Source: an optimization exercise on an open RTL-to-GDS flow (aim: small area, a short achievable clock period and few clock cycles per item). Production flows keep margins and buffers that such runs may drop. Where RTL was checked, it was by simulation tests only, not by an equivalence proof against the original. No activity file was given, so power comes from the tool's default toggle rates.

## the previous run
Design pkt_loopback_top, start of the top module:
module pkt_loopback_top #(
  parameter int FIFO_DEPTH = 8,
  parameter int MAX_BEATS  = 16
) (
  input  logic  rd_clk,
  input  logic  rd_rst_n,
  input  logic  rx_valid,
  output logic  rx_ready,
  input  pkt_pkg::beat_t rx_beat,
  input  logic  tx_enable,
  input  logic  tx_ready,
  output logic  tx_valid,
  output pkt_pkg::beat_t tx_beat
);
==> module pkt_loopback_top, before the edit <==
module pkt_loopback_top #(
  parameter int FIFO_DEPTH = 8,
  parameter int MAX_BEATS  = 16
) (
  input  logic  rd_clk,
  input  logic  rd_rst_n,
  input  logic  rx_valid,
  output logic  rx_ready,
  input  pkt_pkg::beat_t rx_beat,
  input  logic  tx_enable,
  input  logic  tx_ready,
  output logic  tx_valid,
  output pkt_pkg::beat_t tx_beat
);
  localparam int N  = MAX_BEATS;
  localparam int PW = $clog2(N);
  localparam int CW = $clog2(N + 1);
  localparam int EW = pkt_pkg::DATA_W + pkt_pkg::EMPTY_W + 1;
  logic [EW-1:0] ring [0:N-1];
  logic [PW-1:0] dh;        
  logic          dh0;       
  logic [PW-1:0] dt;        
  logic [CW-1:0] count;     
  logic [CW-1:0] ccount;    
  logic          rdy_n;     
  logic          wsel_n;    
  logic          wsel;      
  logic          tv;        
  pkt_pkg::beat_t ob;       
  logic          drop;      
  logic          last_eop;  
  logic          en_seen;   
  logic          empty;
  logic          one;
  logic          full;
  logic          ccnz;
  logic          cc_one;
  logic          dt1;
  logic          ovf;
  logic          acc;
  logic          store;     
  logic          discard;
  logic          commit;
  logic          take;      
  logic          new_head;
  logic          drop_nxt;
  logic          high;      
  logic [CW-1:0] count_nxt;
  logic [pkt_pkg::DATA_W-1:0] rd_data;
  logic [pkt_pkg::DATA_W-1:0] rd_inc;
  logic          rdy_0;
  logic          rdy_s;
  logic          rdy_t;
  logic          rdy_st;
  logic          wsel_s;
  logic          wsel_t;
  logic [EW-1:0] wr_ent;
  assign empty   = (count == '0);
  assign one     = (count == CW'(1));
  assign full    = (count == CW'(N));
  assign high    = (count >= CW'(N - 1));
  assign ccnz    = (ccount != '0);
  assign cc_one  = (ccount == CW'(1));
  assign dt1     = (dt == PW'(1));
  assign ovf     = full && !ccnz;
  assign acc     = rx_valid && !rdy_n;
  assign store   = acc && !drop && !ovf;
  assign discard = acc && !drop && ovf;
  assign commit  = store && rx_beat.eop;
  assign take    = dh0 && en_seen && (!tv || tx_ready) && !empty &&
                   (ccnz || commit);
  assign new_head = store && (empty || (take && one));
  assign drop_nxt = (acc && (drop || ovf)) ? !rx_beat.eop : drop;
  always_comb begin
    count_nxt = count;
    if (discard) begin
      count_nxt = '0;
    end else if (store && !take) begin
      count_nxt = count + 1'b1;
    end else if (take && !store) begin
      count_nxt = count - 1'b1;
    end
  end
  assign rdy_0  = (full && !ccnz) || (!full && (empty || dt1));
  assign rdy_s  = !high || (!ccnz && !rx_beat.eop);
  assign rdy_t  = one || dt1;
  assign rdy_st = !full || !(rx_beat.eop || (ccnz && !cc_one));
  assign wsel_s = (count != CW'(N - 1));
  assign wsel_t = one || dt1;
  assign wr_ent = {rx_beat.eop,
                   rx_beat.eop ? rx_beat.empty : pkt_pkg::EMPTY_W'(0),
                   rx_beat.data};
  always_ff @(posedge rd_clk or negedge rd_rst_n) begin
    if (!rd_rst_n) begin
      dh       <= '0;
      dh0      <= 1'b1;
      dt       <= '0;
      count    <= '0;
      ccount   <= '0;
      rdy_n    <= 1'b0;
      wsel_n   <= 1'b0;
      wsel     <= 1'b1;
      tv       <= 1'b0;
      drop     <= 1'b0;
      last_eop <= 1'b1;
      en_seen  <= 1'b0;
    end else begin
      if (new_head) begin
        dh  <= PW'(N - 2);
        dh0 <= 1'b0;
      end else if (take) begin
        dh  <= '0;
        dh0 <= 1'b1;
      end else begin
        dh  <= dh - 1'b1;
        dh0 <= (dh == PW'(1));
      end
      if (store || discard || (take && one) || empty) begin
        dt <= '0;
      end else begin
        dt <= dt - 1'b1;
      end
      count <= count_nxt;
      if (commit) begin
        ccount <= count_nxt;
      end else if (take) begin
        ccount <= ccount - 1'b1;
      end
      if (drop_nxt || discard) begin
        rdy_n <= 1'b0;
      end else begin
        case ({store, take})
          2'b00:   rdy_n <= !rdy_0;
          2'b10:   rdy_n <= !rdy_s;
          2'b01:   rdy_n <= !rdy_t;
          default: rdy_n <= !rdy_st;
        endcase
      end
      if (discard) begin
        wsel_n <= 1'b0;
        wsel   <= 1'b1;
      end else begin
        case ({store, take})
          2'b00:   begin
            wsel_n <= !(!full && (empty || dt1));
            wsel   <= !full && (empty || dt1);
          end
          2'b10:   begin
            wsel_n <= !wsel_s;
            wsel   <= wsel_s;
          end
          2'b01:   begin
            wsel_n <= !wsel_t;
            wsel   <= wsel_t;
          end
          default: begin
            wsel_n <= full;
            wsel   <= !full;
          end
        endcase
      end
      tv       <= take || (tv && !tx_ready);
      en_seen  <= en_seen || tx_enable;
      drop     <= drop_nxt;
      if (take) begin
        last_eop <= ring[1][EW-1];
      end
    end
  end
  localparam int NG = pkt_pkg::DATA_W / 8;
  logic [NG-1:0] rd_grp;    
  always_ff @(posedge rd_clk) begin
    for (int g = 0; g < NG; g++) begin
      rd_grp[g] <= &ring[2][8*g +: 8];
    end
  end
  assign rd_data = ring[1][pkt_pkg::DATA_W-1:0];
  always_comb begin
    logic lo_grp;
    logic lo_bit;
    for (int g = 0; g < NG; g++) begin
      lo_grp = 1'b1;
      for (int h = 0; h < g; h++) begin
        lo_grp = lo_grp & rd_grp[h];
      end
      lo_bit = 1'b1;
      for (int b = 0; b < 8; b++) begin
        rd_inc[8*g+b] = rd_data[8*g+b] ^ (lo_grp & lo_bit);
        lo_bit = lo_bit & rd_data[8*g+b];
      end
    end
  end
  always_ff @(posedge rd_clk) begin
    for (int i = 0; i < N - 1; i++) begin
      ring[i] <= ring[i+1];
    end
    ring[N-1] <= (ring[0] & {EW{wsel_n}}) | (wr_ent & {EW{wsel}});
  end
  always_ff @(posedge rd_clk or negedge rd_rst_n) begin
    if (!rd_rst_n) begin
      ob <= '0;
    end else begin
      ob <= ({last_eop, ring[1][EW-1:pkt_pkg::DATA_W], rd_inc} & {(EW + 1){take}}) |
            (ob & {(EW + 1){!tx_ready}});
    end
  end
  assign rx_ready = !rdy_n;
  assign tx_valid = tv;
  assign tx_beat  = ob;
endmodule
export LEC_CHECK = 0
export ABC_AREA = 1
export CAP_MARGIN = 20
export CORE_MARGIN = 2
export CORE_UTILIZATION = 65
export CTS_CLUSTER_DIAMETER = 100
export CTS_CLUSTER_SIZE = 28
export SETUP_SLACK_MARGIN = 3.15
export SLEW_MARGIN = 20
create_clock -name core_clock -period 5.5 [get_ports {rd_clk}]
standard.sh (not shown) runs the stock make flow with config.mk's settings and CLKGATE_MAP_FILE= SYNTH_SCRIPT=/design/flow/synth_recipe.tcl, a recipe that flattens the netlist after the stock synthesis.
==> flow/flow/run.sh <==
#!/bin/bash
# The standard layout, with the port buffers made from buf_2 cells
# instead of the delay buffers buffer_ports picks by default.
set -euo pipefail
export BUFFER_PORTS_ARGS="-buffer_cell sky130_fd_sc_hd__buf_2"
bash standard.sh > standard_flow.log 2>&1
Testbench counts of the previous run, summed over its fixed seeds: cycles 14,877, items 14,749.
diff inputs: the previous run => the current run
--- a/flow/design.v
+++ b/flow/design.v
@@ -220,6 +220,6 @@
       ob <= '0;
     end else begin
-      ob <= ({last_eop, ring[1][EW-1:pkt_pkg::DATA_W], rd_inc} & {(EW + 1){take}}) |
-            (ob & {(EW + 1){!tx_ready}});
+      ob <= ({last_eop, ring[1][EW-1:pkt_pkg::DATA_W], rd_inc} & {$bits(ob){take}}) |
+            (ob & {$bits(ob){!tx_ready}});
     end
   end
## What came out
- Re upper clock frequency limit: no difference whatsoever between the current run and the previous run.
- Per the comparison of the current run with the previous run, post-route non-filler standard cell count level, layout cell share with drive strength beyond 1 level, sequential cell power level.
- Re total half-perimeter wirelength after legalization and detailed placement: no difference whatsoever between the current run and the previous run.
- As far as met2 track demand over resource in global routing is concerned, the current run and the previous run perform about the same.
- As far as arrival time at the worst endpoint is concerned, the current run and the previous run perform about the same.
- Going from the previous run to the current run, count of clock-buffer cells in the layout shows no meaningful change, largest stage delay on the critical path held steady.
- Comparing the previous run against the current run, there is no change at all in TritonCTS buffer count.
- Re wire length: no difference whatsoever between the previous run and the current run.
- From the current run to the previous run, global-route wire length before repair did not move at all.
- As far as met3 global-route usage goes, the current run and the previous run are indistinguishable; the numbers are identical.
For the current run, only the layout was checked, not whether the RTL still works.


The RTL this note starts from:
==> flow/design.v <==
package pkt_pkg;
  localparam int DATA_W  = 64;
  localparam int EMPTY_W = 3;
  typedef logic [DATA_W-1:0]  data_t;
  typedef logic [EMPTY_W-1:0] empty_t;
  typedef struct packed {
    logic   sop;
    logic   eop;
    empty_t empty;
    data_t  data;
  } beat_t;
  typedef enum logic [1:0] {
    TX_IDLE = 2'd0,
    TX_LOAD = 2'd1,
    TX_SEND = 2'd2,
    TX_DONE = 2'd3
  } tx_state_t;
endpackage
`timescale 1ns/1ps
module pkt_loopback_top #(
  parameter int FIFO_DEPTH = 8,
  parameter int MAX_BEATS  = 16
) (
  input  logic  rd_clk,
  input  logic  rd_rst_n,
  input  logic  rx_valid,
  output logic  rx_ready,
  input  pkt_pkg::beat_t rx_beat,
  input  logic  tx_enable,
  input  logic  tx_ready,
  output logic  tx_valid,
  output pkt_pkg::beat_t tx_beat
);
  localparam int N  = MAX_BEATS;
  localparam int PW = $clog2(N);
  localparam int CW = $clog2(N + 1);
  localparam int EW = pkt_pkg::DATA_W + pkt_pkg::EMPTY_W + 1;
  logic [EW-1:0] ring [0:N-1];
  logic [PW-1:0] dh;        
  logic          dh0;       
  logic [PW-1:0] dt;        
  logic [CW-1:0] count;     
  logic [CW-1:0] ccount;    
  logic          rdy_n;     
  logic          wsel_n;    
  logic          tv;        
  pkt_pkg::beat_t ob;       
  logic          drop;      
  logic          last_eop;  
  logic          en_seen;   
  logic          empty;
  logic          one;
  logic          full;
  logic          ccnz;
  logic          cc_one;
  logic          dt1;
  logic          ovf;
  logic          acc;
  logic          store;     
  logic          discard;
  logic          commit;
  logic          take;      
  logic          fire;
  logic          new_head;
  logic          drop_nxt;
  logic          high;      
  logic [CW-1:0] count_nxt;
  logic [pkt_pkg::DATA_W-1:0] rd_data;
  logic [pkt_pkg::DATA_W-1:0] rd_inc;
  logic          rdy_0;
  logic          rdy_s;
  logic          rdy_t;
  logic          rdy_st;
  logic          wsel_s;
  logic          wsel_t;
  logic [EW-1:0] wr_ent;
  assign empty   = (count == '0);
  assign one     = (count == CW'(1));
  assign full    = (count == CW'(N));
  assign high    = (count >= CW'(N - 1));
  assign ccnz    = (ccount != '0);
  assign cc_one  = (ccount == CW'(1));
  assign dt1     = (dt == PW'(1));
  assign ovf     = full && !ccnz;
  assign acc     = rx_valid && !rdy_n;
  assign store   = acc && !drop && !ovf;
  assign discard = acc && !drop && ovf;
  assign commit  = store && rx_beat.eop;
  assign fire    = tv && tx_ready;
  assign take    = dh0 && en_seen && (!tv || tx_ready) && !empty &&
                   (ccnz || commit);
  assign new_head = store && (empty || (take && one));
  assign drop_nxt = (acc && (drop || ovf)) ? !rx_beat.eop : drop;
  always_comb begin
    count_nxt = count;
    if (discard) begin
      count_nxt = '0;
    end else if (store && !take) begin
      count_nxt = count + 1'b1;
    end else if (take && !store) begin
      count_nxt = count - 1'b1;
    end
  end
  assign rdy_0  = (full && !ccnz) || (!full && (empty || dt1));
  assign rdy_s  = !high || (!ccnz && !rx_beat.eop);
  assign rdy_t  = one || dt1;
  assign rdy_st = !full || !(rx_beat.eop || (ccnz && !cc_one));
  assign wsel_s = (count != CW'(N - 1));
  assign wsel_t = one || dt1;
  assign wr_ent = {rx_beat.eop,
                   rx_beat.eop ? rx_beat.empty : pkt_pkg::EMPTY_W'(0),
                   rx_beat.data};
  always_ff @(posedge rd_clk or negedge rd_rst_n) begin
    if (!rd_rst_n) begin
      dh       <= '0;
      dh0      <= 1'b1;
      dt       <= '0;
      count    <= '0;
      ccount   <= '0;
      rdy_n    <= 1'b0;
      wsel_n   <= 1'b0;
      tv       <= 1'b0;
      drop     <= 1'b0;
      last_eop <= 1'b1;
      en_seen  <= 1'b0;
    end else begin
      if (new_head) begin
        dh  <= PW'(N - 2);
        dh0 <= 1'b0;
      end else if (take) begin
        dh  <= '0;
        dh0 <= 1'b1;
      end else begin
        dh  <= dh - 1'b1;
        dh0 <= (dh == PW'(1));
      end
      if (store || discard || (take && one) || empty) begin
        dt <= '0;
      end else begin
        dt <= dt - 1'b1;
      end
      count <= count_nxt;
      if (commit) begin
        ccount <= count_nxt;
      end else if (take) begin
        ccount <= ccount - 1'b1;
      end
      if (drop_nxt || discard) begin
        rdy_n <= 1'b0;
      end else begin
        case ({store, take})
          2'b00:   rdy_n <= !rdy_0;
          2'b10:   rdy_n <= !rdy_s;
          2'b01:   rdy_n <= !rdy_t;
          default: rdy_n <= !rdy_st;
        endcase
      end
      if (discard) begin
        wsel_n <= 1'b0;
      end else begin
        case ({store, take})
          2'b00:   wsel_n <= !(!full && (empty || dt1));
          2'b10:   wsel_n <= !wsel_s;
          2'b01:   wsel_n <= !wsel_t;
          default: wsel_n <= full;
        endcase
      end
      tv       <= take || (tv && !tx_ready);
      en_seen  <= en_seen || tx_enable;
      drop     <= drop_nxt;
      if (take) begin
        last_eop <= ring[1][EW-1];
      end
    end
  end
  localparam int NG = pkt_pkg::DATA_W / 8;
  logic [NG-1:0] rd_grp;    
  always_ff @(posedge rd_clk) begin
    for (int g = 0; g < NG; g++) begin
      rd_grp[g] <= &ring[2][8*g +: 8];
    end
  end
  assign rd_data = ring[1][pkt_pkg::DATA_W-1:0];
  always_comb begin
    logic lo_grp;
    logic lo_bit;
    for (int g = 0; g < NG; g++) begin
      lo_grp = 1'b1;
      for (int h = 0; h < g; h++) begin
        lo_grp = lo_grp & rd_grp[h];
      end
      lo_bit = 1'b1;
      for (int b = 0; b < 8; b++) begin
        rd_inc[8*g+b] = rd_data[8*g+b] ^ (lo_grp & lo_bit);
        lo_bit = lo_bit & rd_data[8*g+b];
      end
    end
  end
  always_ff @(posedge rd_clk) begin
    for (int i = 0; i < N - 1; i++) begin
      ring[i] <= ring[i+1];
    end
    ring[N-1] <= wsel_n ? ring[0] : wr_ent;
  end
  always_ff @(posedge rd_clk or negedge rd_rst_n) begin
    if (!rd_rst_n) begin
      ob <= '0;
    end else if (take) begin
      ob <= {last_eop, ring[1][EW-1:pkt_pkg::DATA_W], rd_inc};
    end else if (fire) begin
      ob <= '0;
    end
  end
  assign rx_ready = !rdy_n;
  assign tx_valid = tv;
  assign tx_beat  = ob;
endmodule
Settings: LEC_CHECK=0, ABC_AREA=1, CAP_MARGIN=20, CORE_MARGIN=2, CORE_UTILIZATION=65, CTS_CLUSTER_DIAMETER=100, CTS_CLUSTER_SIZE=28, SETUP_SLACK_MARGIN=3.15, SLEW_MARGIN=20; clock period 5.5 ns.
Scripts as last shown in full above: flow/flow/run.sh
Testbench counts at the start, summed over its fixed seeds: cycles 14,877, items 14,749.
Next try:
--- a/flow/design.v
+++ b/flow/design.v
@@ -42,8 +42,9 @@
   logic [CW-1:0] count;     
   logic [CW-1:0] ccount;    
   logic          rdy_n;     
   logic          wsel_n;    
+  logic          wsel;      
   logic          tv;        
   pkt_pkg::beat_t ob;       
   logic          drop;      
   logic          last_eop;  
@@ -118,8 +119,9 @@
       count    <= '0;
       ccount   <= '0;
       rdy_n    <= 1'b0;
       wsel_n   <= 1'b0;
+      wsel     <= 1'b1;
       tv       <= 1'b0;
       drop     <= 1'b0;
       last_eop <= 1'b1;
       en_seen  <= 1'b0;
@@ -156,14 +158,27 @@
         endcase
       end
       if (discard) begin
         wsel_n <= 1'b0;
+        wsel   <= 1'b1;
       end else begin
         case ({store, take})
-          2'b00:   wsel_n <= !(!full && (empty || dt1));
-          2'b10:   wsel_n <= !wsel_s;
-          2'b01:   wsel_n <= !wsel_t;
-          default: wsel_n <= full;
+          2'b00:   begin
+            wsel_n <= !(!full && (empty || dt1));
+            wsel   <= !full && (empty || dt1);
+          end
+          2'b10:   begin
+            wsel_n <= !wsel_s;
+            wsel   <= wsel_s;
+          end
+          2'b01:   begin
+            wsel_n <= !wsel_t;
+            wsel   <= wsel_t;
+          end
+          default: begin
+            wsel_n <= full;
+            wsel   <= !full;
+          end
         endcase
       end
       tv       <= take || (tv && !tx_ready);
       en_seen  <= en_seen || tx_enable;
@@ -199,9 +214,9 @@
   always_ff @(posedge rd_clk) begin
     for (int i = 0; i < N - 1; i++) begin
       ring[i] <= ring[i+1];
     end
-    ring[N-1] <= wsel_n ? ring[0] : wr_ent;
+    ring[N-1] <= (ring[0] & {EW{wsel_n}}) | (wr_ent & {EW{wsel}});
   end
   always_ff @(posedge rd_clk or negedge rd_rst_n) begin
     if (!rd_rst_n) begin
       ob <= '0;
What happened:
- The changed run completed with no timing, DRC or antenna violations
- worst setup slack gains 0.011 ns
- global-route usage is higher by 0.44 points
- sequential share of layout area is higher by 0.51 points
- power is lower slightly
- clock skew is lower by 0.0077 ns
Testbench counts after the change, summed over its fixed seeds: cycles 14,877, items 14,749.

## re-timing with driven ports
How much do the figures lean on ideal ports? The routed layouts below were timed once more, with nothing changed but the port constraints.
Step 1 assumes that a clkbuf_16 drives the clock port and a buf_2 every other input.
Step 2 moves the port delays by t, midway between the first and last clock arrival at a register: inputs arrive t later, outputs are due t later. That takes back most of the time a late clock gives input paths.
Slacks: no drivers / after step 1 / after step 2; pairs: no drivers / after step 1.
run	shift t [ns]	setup slack, ns	pins driven straight from the clock port
the previous run	0.650	3.215 / 3.160 / 2.721	1
the current run	0.650	3.215 / 3.160 / 2.721	1
the first run of note 2	0.650	3.202 / 3.144 / 2.716	1
the second run of note 2	0.648	3.213 / 3.156 / 2.678	1
After both steps every run listed still meets setup and hold. The setup slack of the second run of note 2, which loses most, moves by -0.057 ns with the drivers and by -0.535 ns with both steps.
